Background: an optimization exercise with open tools, aiming at a short achievable clock period and few clock cycles. Do not read the settings as production practice. Function was checked by simulation only, so behaviour that the tests miss may differ from the original. No activity file was given, so power comes from the tool's default toggle rates.

==> flow/flow/run.sh <==
#!/bin/bash
set -euo pipefail
export BUFFER_PORTS_ARGS="-buffer_cell sky130_fd_sc_hd__buf_4"
bash standard.sh finish > flow_make.log 2>&1
==> flow/standard.sh <==
#!/bin/bash
# synth_recipe.tcl (not shown) runs the flow's synth.tcl, then flattens the netlist and writes it again
# the make line also repeats each setting of config.mk as NAME=value (left out here)
make -C /OpenROAD-flow-scripts/flow DESIGN_CONFIG=/design/flow/config.mk WORK_HOME=/design/flow/orfs CLKGATE_MAP_FILE= SYNTH_SCRIPT=/design/flow/synth_recipe.tcl "${@:-finish}"
==> flow/config.mk <==
export PLATFORM = sky130hd
export DESIGN_NAME = mipsTop
export DESIGN_NICKNAME = mipsTop
export VERILOG_FILES = /design/flow/design.v
export SDC_FILE = /design/flow/constraint.sdc
export NUM_CORES = 4
export LEC_CHECK = 0
export ABC_CLOCK_PERIOD_IN_PS = 4000
export CAP_MARGIN = 20
export CORE_MARGIN = 2
export CORE_UTILIZATION = 40
export SETUP_SLACK_MARGIN = 5
export SLEW_MARGIN = 20
==> flow/constraint.sdc <==
create_clock -name core_clock -period 10.0 [get_ports {clock}]
set_input_delay 2.0000 -clock core_clock [delete_from_list [all_inputs] [get_ports {clock}]]
set_output_delay 2.0000 -clock core_clock [all_outputs]
set_load 0.01 [all_outputs]
==> flow/design.v <==
`default_nettype none
package isaPkg;
    typedef enum logic [5:0] {
        opRType = 6'h00,
        opJ     = 6'h02,
        opJal   = 6'h03,
        opBeq   = 6'h04,
        opBne   = 6'h05,
        opAddi  = 6'h08,
        opAddiu = 6'h09,
        opSlti  = 6'h0a,
        opLw    = 6'h23,
        opSw    = 6'h2b
    } opcodeT;
    typedef enum logic [5:0] {
        fnJr  = 6'h08,
        fnAdd = 6'h20,
        fnSub = 6'h22,
        fnAnd = 6'h24,
        fnSlt = 6'h2a
    } functT;
    typedef struct packed {
        logic [4:0] rd;
        logic [4:0] shamt;
        functT      funct;
    } rFieldsT;
    typedef union packed {
        rFieldsT     r;
        logic [15:0] imm;
    } lowHalfT;
    typedef struct packed {
        logic [4:0] rs;
        logic [4:0] rt;
        lowHalfT    low;
    } regFieldsT;
    typedef union packed {
        regFieldsT   f;
        logic [25:0] target;
    } bodyT;
    typedef struct packed {
        opcodeT opcode;
        bodyT   body;
    } instrT;
endpackage
`default_nettype wire
`default_nettype none
package corePkg;
    typedef enum logic [3:0] {
        stFetch, stDecode, stExecuteR, stExecuteI, stWriteBack,
        stMemAddress, stMemRead, stMemWrite, stLoadWriteBack,
        stBranch, stJump, stJumpLink, stJumpReg,
        stOverflowTrap, stOpcodeTrap
    } stateT;
    typedef enum logic [2:0] {
        aluAdd, aluSub, aluAnd, aluSetLess, aluPassA
    } aluOpT;
    typedef enum logic [2:0] {
        pcIncrement, pcAluOut, pcJumpTarget, pcRegA,
        pcOverflowVector, pcOpcodeVector
    } pcSourceT;
    typedef enum logic [1:0] {dstRt, dstRd, dstLink} regDstT;
    typedef enum logic [1:0] {wsAluOut, wsMemData, wsPc} writeSourceT;
    typedef enum logic {srcAPc, srcARegA} aluSrcAT;
    typedef enum logic [1:0] {srcBRegB, srcBFour, srcBSignImm, srcBBranchOffset} aluSrcBT;
    typedef struct packed {
        logic        pcWrite;
        pcSourceT    pcSource;
        logic        irWrite;
        logic        regWrite;
        regDstT      regDst;
        writeSourceT writeSource;
        aluSrcAT     aluSrcA;
        aluSrcBT     aluSrcB;
        aluOpT       aluOp;
        logic        memRequest;
        logic        memWrite;
        logic        memUsesAlu;
    } controlWordT;
    typedef struct packed {
        logic                   cyc;
        logic                   stb;
        logic                   we;
        logic [32-1:0] adr;
        logic [32-1:0] dat;
    } wbRequestT;
    typedef struct packed {
        logic [32-1:0] dat;
        logic                   ack;
    } wbResponseT;
endpackage
`default_nettype wire
`timescale 1ns/100ps
`default_nettype none
module mipsTop (
    input  logic        clock,
    input  logic        reset,
    input  logic        wb_ack_i,
    input  logic [31:0] wb_dat_i,
    output logic        wb_cyc_o,
    output logic        wb_stb_o,
    output logic        wb_we_o,
    output logic [31:0] wb_adr_o,
    output logic [31:0] wb_dat_o
);
    localparam logic [5:0] OP_R = 6'h00, OP_J = 6'h02, OP_JAL = 6'h03, OP_BEQ = 6'h04,
                           OP_BNE = 6'h05, OP_ADDI = 6'h08, OP_ADDIU = 6'h09,
                           OP_SLTI = 6'h0a, OP_LW = 6'h23, OP_SW = 6'h2b;
    localparam logic [5:0] FN_JR = 6'h08, FN_ADD = 6'h20, FN_SUB = 6'h22, FN_AND = 6'h24,
                           FN_SLT = 6'h2a;
    localparam int PRE = 3;
    function automatic logic [95:0] ksPre(input logic [31:0] a, input logic [31:0] b,
                                          input logic cin);
        logic [31:0] p, gg, pp, gn, pn;
        p  = a ^ b;
        gg = a & b;
        pp = p;
        gg[0] = gg[0] | (p[0] & cin);
        for (int l = 0; l < PRE; l++) begin
            gn = gg;
            pn = pp;
            for (int i = (1 << l); i < 32; i++) begin
                gn[i] = gg[i] | (pp[i] & gg[i-(1 << l)]);
                pn[i] = pp[i] & pp[i-(1 << l)];
            end
            gg = gn;
            pp = pn;
        end
        ksPre = {p, gg, pp};
    endfunction
    function automatic logic [32:0] ksPost(input logic [95:0] pre, input logic cin);
        logic [31:0] p, gg, pp, gn, pn;
        {p, gg, pp} = pre;
        for (int l = PRE; l < 5; l++) begin
            gn = gg;
            pn = pp;
            for (int i = (1 << l); i < 32; i++) begin
                gn[i] = gg[i] | (pp[i] & gg[i-(1 << l)]);
                pn[i] = pp[i] & pp[i-(1 << l)];
            end
            gg = gn;
            pp = pn;
        end
        ksPost = {gg[31], p ^ {gg[30:0], cin}};
    endfunction
    logic        active;         
    logic [31:0] adrS;           
    logic [31:0] brT;            
    logic [95:0] preI, preR;     
    logic        cinI, cinR;
    logic        bSignI, bSignR;  
    logic [3:0]  eqGrp;          
    logic [31:0] regA;           
    logic [31:0] regB;           
    logic [31:0] pc4r;           
    logic [31:0] adrQ;           
    logic        sMem, sSw, sLw, sOvf, sImm, sBeq, sBne, sAnd, sSlt, sJal;
    logic        wbEn;           
    logic [31:1] wbSel;          
    logic [31:0][31:0] rf;       
    logic [32:0] sumI, sumR;
    logic [31:0] sum;
    logic        ovfI, ovfR, ovf, lt, eq, taken, trap;
    logic [31:0] adr;
    logic [31:0] aluRes;
    assign sumI  = ksPost(preI, cinI);
    assign sumR  = ksPost(preR, cinR);
    assign ovfI  = (regA[31] == bSignI) && (sumI[31] != regA[31]);
    assign ovfR  = (regA[31] == bSignR) && (sumR[31] != regA[31]);
    assign sum   = sImm ? sumI[31:0] : sumR[31:0];
    assign ovf   = sImm ? ovfI : ovfR;
    assign lt    = sum[31] ^ ovf;
    assign eq    = &eqGrp;
    assign taken = (sBeq && eq) || (sBne && !eq);
    assign trap  = sOvf && ovf;
    always_comb begin
        if (sMem)       adr = sumI[31:0];
        else if (trap)  adr = 32'h0000_0100;
        else if (taken) adr = brT;
        else            adr = adrS;
    end
    always_comb begin
        if (sJal)      aluRes = pc4r;
        else if (sAnd) aluRes = regA & regB;
        else if (sSlt) aluRes = {31'b0, lt};
        else           aluRes = sum;
    end
    assign wb_cyc_o = active;
    assign wb_stb_o = active;
    assign wb_we_o  = sSw;
    assign wb_adr_o = adr;
    assign wb_dat_o = regB;
    logic [5:0]  dOp, dFn;
    logic [4:0]  dRs, dRt, dRd;
    logic        dR, dAdd, dSub, dAnd, dSlt, dJr;
    logic        dAddi, dAddiu, dSlti, dBeq, dBne, dLw, dSw, dJ, dJal, dIll;
    logic        dUseImm, dMem, dOvf;
    logic [31:0] dSimm;
    logic [4:0]  dDest;
    logic        dWrites;
    assign dOp   = wb_dat_i[31:26];
    assign dFn   = wb_dat_i[5:0];
    assign dRs   = wb_dat_i[25:21];
    assign dRt   = wb_dat_i[20:16];
    assign dRd   = wb_dat_i[15:11];
    assign dSimm = {{16{wb_dat_i[15]}}, wb_dat_i[15:0]};
    assign dR     = (dOp == OP_R);
    assign dAdd   = dR && (dFn == FN_ADD);
    assign dSub   = dR && (dFn == FN_SUB);
    assign dAnd   = dR && (dFn == FN_AND);
    assign dSlt   = dR && (dFn == FN_SLT);
    assign dJr    = dR && (dFn == FN_JR);
    assign dAddi  = (dOp == OP_ADDI);
    assign dAddiu = (dOp == OP_ADDIU);
    assign dSlti  = (dOp == OP_SLTI);
    assign dBeq   = (dOp == OP_BEQ);
    assign dBne   = (dOp == OP_BNE);
    assign dLw    = (dOp == OP_LW);
    assign dSw    = (dOp == OP_SW);
    assign dJ     = (dOp == OP_J);
    assign dJal   = (dOp == OP_JAL);
    assign dIll   = !(dAdd || dSub || dAnd || dSlt || dJr || dAddi || dAddiu || dSlti ||
                      dBeq || dBne || dLw || dSw || dJ || dJal);
    assign dUseImm = dAddi || dAddiu || dSlti || dLw || dSw;
    assign dMem    = dLw || dSw;
    assign dOvf    = dAdd || dSub || dAddi;
    always_comb begin
        if (dJal)                              dDest = 5'd31;
        else if (dAdd || dSub || dAnd || dSlt) dDest = dRd;
        else                                   dDest = dRt;
    end
    assign dWrites = (dAdd || dSub || dAnd || dSlt || dAddi || dAddiu || dSlti || dLw || dJal)
                     && (dDest != 5'd0);
    logic [31:1] hitS, hitT;
    logic [31:0] rsVal, rtVal;
    always_comb begin
        rsVal = '0;
        rtVal = '0;
        for (int k = 1; k < 32; k++) begin
            hitS[k] = (dRs == 5'(k));
            hitT[k] = (dRt == 5'(k));
            rsVal = rsVal | (rf[k] & {32{hitS[k]}});
            rtVal = rtVal | (rf[k] & {32{hitT[k]}});
        end
    end
    logic        subR, subI;
    logic [31:0] opI, opR;
    logic [31:0] dPc4;
    logic [31:0] nextS;
    assign subR = dFn[1];
    assign subI = dOp[1] && !dOp[0];
    assign opI  = dSimm ^ {32{subI}};
    assign opR  = rtVal ^ {32{subR}};
    assign dPc4 = adrQ + 32'd4;
    always_comb begin
        if (dJr)             nextS = rsVal;
        else if (dJ || dJal) nextS = {dPc4[31:28], wb_dat_i[25:0], 2'b00};
        else if (dIll)       nextS = 32'h0000_0180;
        else                 nextS = dPc4;
    end
    logic fetchAck;
    logic dataAck;
    assign fetchAck = active && wb_ack_i && !sMem;
    assign dataAck  = active && wb_ack_i && sMem;
    always_ff @(posedge clock) begin
        if (reset) begin
            active <= 1'b0;
        end else begin
            active <= 1'b1;
        end
    end
    always_ff @(posedge clock) begin
        if (reset) begin
            adrS <= 32'h0000_0000;
            sMem <= 1'b0;
            sSw  <= 1'b0;
            sLw  <= 1'b0;
            sOvf <= 1'b0;
            sBeq <= 1'b0;
            sBne <= 1'b0;
            wbEn <= 1'b0;
        end else if (fetchAck) begin
            adrS <= nextS;
            sMem <= dMem;
            sSw  <= dSw;
            sLw  <= dLw;
            sOvf <= dOvf;
            sBeq <= dBeq;
            sBne <= dBne;
            wbEn <= dWrites;
        end else if (dataAck) begin
            adrS <= pc4r;
            sMem <= 1'b0;
            sSw  <= 1'b0;
            sLw  <= 1'b0;
            wbEn <= 1'b0;
        end
    end
    always_ff @(posedge clock) begin
        adrQ <= adr;
    end
    always_ff @(posedge clock) begin
        if (fetchAck) begin
            preI   <= ksPre(rsVal, opI, subI);
            preR   <= ksPre(rsVal, opR, subR);
            cinI   <= subI;
            cinR   <= subR;
            bSignI <= opI[31];
            bSignR <= opR[31];
            for (int g = 0; g < 4; g++) eqGrp[g] <= (rsVal[8*g +: 8] == rtVal[8*g +: 8]);
            brT    <= adrQ + ({dSimm[29:0], 2'b00} + 32'd4);
            regA   <= rsVal;
            regB   <= rtVal;
            pc4r   <= dPc4;
            sImm   <= dUseImm;
            sAnd   <= dAnd;
            sSlt   <= dSlt || dSlti;
            sJal   <= dJal;
            for (int k = 1; k < 32; k++) wbSel[k] <= (dDest == 5'(k));
        end
    end
    logic        wbGo;
    logic [31:0] wbData;
    assign wbGo   = wbEn && (sLw ? dataAck : !trap);
    assign wbData = sLw ? wb_dat_i : aluRes;
    assign rf[0] = '0;
    for (genvar k = 1; k < 32; k++) begin : gReg
        logic [31:0] q;
        always_ff @(posedge clock) begin
            if (wbGo && wbSel[k]) q <= wbData;
        end
        assign rf[k] = q;
    end
endmodule
`default_nettype wire
==> flow_summary_export.csv <==
group,metric,value,unit
run_status,status,"finished clean",
route,drtIter0Drc,11441,
route,totalWireLength,318000,um
global_route,grt_pass1_wl,420000,um
floorplan,die-area,164000,sq um
floorplan,chipWidth,404,um
synthesis,synthesis.area,64100,sq um
synthesis,synth.distinct_cells,76,
sta,hold_viol,0,
placed_design,post-place-ws,3.19,ns
clock_network,insertion_delay,0.84,ns
synthesis,ys_ff_latch,1405,
clock_network,cts_root_buf,"clkbuf_16",
sta,fin_ws,4.55,ns
sta,fin_crit_sh,54.5,%
synthesis,dominantRegCellSynth,"edfxtp_1",
synthesis,synth-xor-area-share,2.99,%
sta,rsz0062_at_grt,"yes",
critical_path,critical_path_class,"reg2out",
critical_path,slowest_stage,"edfxtp_1",
clock_network,cts_hold_buf,0,
cells_and_area,area_growth,17.9,%
sta,report.final.slew_viol_count,0,
global_route,grt-ovfl-total,0,
global_route,grt_max_degree,177,
power_and_ir_drop,leakagePower,26.4,nW
sta,slew_headroom,12.9,%
synthesis,synth_cells,4993,
synthesis,syn_area_per_cell,12.8,sq um
cells_and_area,layout-drive-gt1-share,16.8,%
synthesis,synth-seq-area-share,64.6,%
clock_network,cts_tree,"yes",
critical_path,cp_slowest_stage_delay,0.40,ns
global_route,use_met2,51.8,%
critical_path,cp_top_family,"compound AO/OA/AOI/OAI gates",
cells_and_area,nets,5316,
clock_network,cts_buffers,149,
clock_network,clockBufferDepth,3,
global_route,grtUsageMet3,17.3,%
synthesis,synth_top_family_by_area,"compound AO/OA/AOI/OAI gates",
floorplan,io_pins,102,
synthesis,synth_edf_count,1333,
power_and_ir_drop,powerDensity,194,nW/um^2
global_route,track_usage,37.7,%
synthesis,synth-simple-area-share,10.2,%
global_route,grt.busiest_layer,"met2",
global_route,antenna_found_initial,21,
critical_path,cp-start-kind,"register",
power_and_ir_drop,peakVddDrop,131,uV
floorplan,initial_core_util,40.4,%
placed_design,gp_congestion,0.989,
floorplan,placementRows,146,
synthesis,syn_nets,5122,
route,wire_per_inst,43.0,um
floorplan,die_h,404,um
global_route,grt_pass1_vias,49812,
placed_design,io_buffers,101,
sta,period_needed,5.45,ns
route,ant_nets,0,
route,firstDrtPassIters,19,
clock_network,clk_pin_slew,0.06,ns
job,maxCapViolCount,0,
critical_path,cp_data_required_time,8.00,ns
floorplan,core-area,159000,sq um
sta,fmax,183,MHz
sta,skew,0.0576,ns
route,vias,54654,
critical_path,crit_path_end_kind,"output pin",
sta,setup_viol,0,
route,via_per_inst,7.39,
clock_network,cts.sinks,1405,
synthesis,async_reset_ff_share,0,%
critical_path,crit_fanout,8,
worst_hold_path,hold_class,"reg2reg",
critical_path,path_buf_inv,3,
critical_path,arrival,3.45,ns
synthesis,synth_compound_area_share,17.1,%
synthesis,synthAdderAreaFrac,1.88,%
clock_network,htree_levels,4,
sta,tns,0,ns
global_route,use_met1,47.6,%
synthesis,synthMuxAreaShare,0.819,%
placed_design,dp_hpwl,187000,um
synthesis,ys.warnings.count,1,
route,drc_errors,0,
sta,tightest_slew,1.30,ns
critical_path,worstPathCellList,"a21o_1 > a21o_4 > a21oi_4 > xor2_2 > and3_1 > o311a_4 > buf_12 > buf_16 > o31ai_4 > buf_4",
==> timing repair <==
action                     in CTS  in global routing
setup endpoints to repair     166                102
pin swaps                      59                 38
resized for setup             143                128
gates cloned                    8                  1
buffers inserted               75                 31
==> final cells by class <==
cell class | instances | area, sq um
timing repair buffer | 360 | 3270
clock inverter | 103 | 1280
antenna | 20 | 50.0
clock buffer | 168 | 3810
multi-input combinational | 3217 | 23000
sequential | 1405 | 41500
fill | 13843 | 83100
inverter | 54 | 206
tap | 2072 | 2590
==> registers in the layout (all words and copies together), names as in the netlist, 4 cells and up <==
register,flops
gReg.q,992
preI,86
preR,86
adrQ,32
adrS,32
pc4r,32
regA,32
regB,32
wbSel,31
brT,30
eqGrp,4
==> worst reg2reg max path: cells and delay by family (launching register included) <==
family	cells	cell delay, ns
XOR/XNOR	1	0.81
AND/OR/NAND/NOR	5	2.28
flip-flops	1	0.45
AO/OA/AOI/OAI	3	0.78
==> placed cells by master (no fill, tap or decap), types with 20 or more instances in the layout <==
master / count
a21o_1: 53
a21oi_1: 177
a221o_1: 22
a221oi_1: 22
a222oi_1: 51
a22oi_1: 800
a32oi_1: 25
and2_4: 20
and3_1: 121
and3_2: 33
buf_4: 279
buf_6: 49
bufinv_16: 21
clkbuf_16: 149
clkinv_1: 36
clkinv_2: 20
dfxtp_1: 70
diode_2: 20
edfxtp_1: 1333
ha_1: 77
inv_1: 50
mux2i_1: 38
nand2_1: 379
nand2b_1: 31
nand3_1: 132
nand4_1: 137
nor2_1: 180
nor2_4: 39
nor3_1: 71
nor4_1: 31
o21ai_0: 147
o21bai_1: 25
o31ai_4: 27
xnor2_1: 134
xor2_1: 77
==> metrics by stage <==
| stage | total power, mW | utilization [%] | area (sq um) | cells | hold slack (ns) |
|---|---|---|---|---|---|
| floorplan | 7.91 | - | 64900 | 4993 | 0.400 |
| global placement | 8.69 | 43.0 | 68300 | 6993 | 0.403 |
| detailed placement | 8.69 | 43.0 | 68300 | 6993 | 0.409 |
| CTS | 14.5 | 47.1 | 74700 | 7347 | 0.424 |
| global route | 14.9 | 47.6 | 75600 | 7382 | 0.444 |
| finish | 14.6 | 47.7 | 75700 | 7399 | 0.422 |
==> synth_stat cells (56+ instances only) <==
cell type,count,area (sq um)
a21oi_1,188,941
a22oi_1,801,6010
and3_1,158,988
buf_1,56,210
clkbuf_1,219,822
dfxtp_1,72,1440
edfxtp_1,1333,40000
ha_1,93,1160
nand2_1,397,1490
nand3_1,136,681
nand4_1,137,857
nor2_1,221,830
nor3_1,82,410
o21ai_0,178,891
xnor2_1,138,1210
xor2_1,79,692
==> worst paths after layout <==
check | startpoint | endpoint | slack [ns] | cells past startpoint
min | adrQ[0] | pc4r[0] | 0.42 | 0
min reg2reg | adrQ[0] | pc4r[0] | 0.42 | 0
max | preR[38] | wb_adr_o[20] | 4.55 | 10
max reg2reg | adrQ[5] | adrS[27] | 5.61 | 9
==> cells by family (layout without fill, tap and decap cells) <==
kind of cell    after synthesis  count (layout)
simple gates               1318            1323
other cells                   0              20
buf+inv                     376             685
compound gates             1530            1530
mux                          50              50
fa+ha+maj                    96              96
xor+xnor                    218             218
flops                      1405            1405
==> report_power, final <==
group,switching [mW],total (mW),internal [mW]
clock,2.52,5.85,3.32
combinational,1.41,2.00,0.590
sequential,0.0956,6.79,6.70
total,4.03,14.6,10.6
==> per-layer routing <==
| layer | up-vias | wire (um) |
|---|---|---|
| li1 | 20411 | - |
| met5 | - | 598 |
| met2 | 6021 | 126000 |
| met1 | 26418 | 107000 |
| met3 | 1785 | 55700 |
| met4 | 19 | 28300 |
Testbench counts, summed over its fixed seeds: cycles 89,056.

-- separate check: timing with driven ports --
In the flow no input, the clock included, has a driving cell. The finished layout below was timed again as built, in two steps. Step 1 (the two cells are an assumption about what drives the block):
set clk [get_ports {clock}]
set_driving_cell -lib_cell sky130_fd_sc_hd__clkbuf_16 $clk
set_driving_cell -lib_cell sky130_fd_sc_hd__buf_2 [delete_from_list [all_inputs] $clk]
Step 2 times the ports against the registers' clock, not the clock port: input delays grow and output delays shrink by t, the midpoint of the rising clock arrivals with the driver on. a / b / c = ideal ports / drivers / drivers and shift; a / b = the first two.
t, ns: 0.895
setup slack, ns: 4.546 / 4.465 / 4.006
hold WS [ns]: 0.422 / 0.422 / 0.422
clock arrival spread, ns: 0.060 / 0.059
worst data-port slew with drivers (ns): 0.39
After both steps setup and hold are still met in this run. For this run, drivers alone change the setup slack by -0.081 ns; drivers and shift together by -0.540 ns.
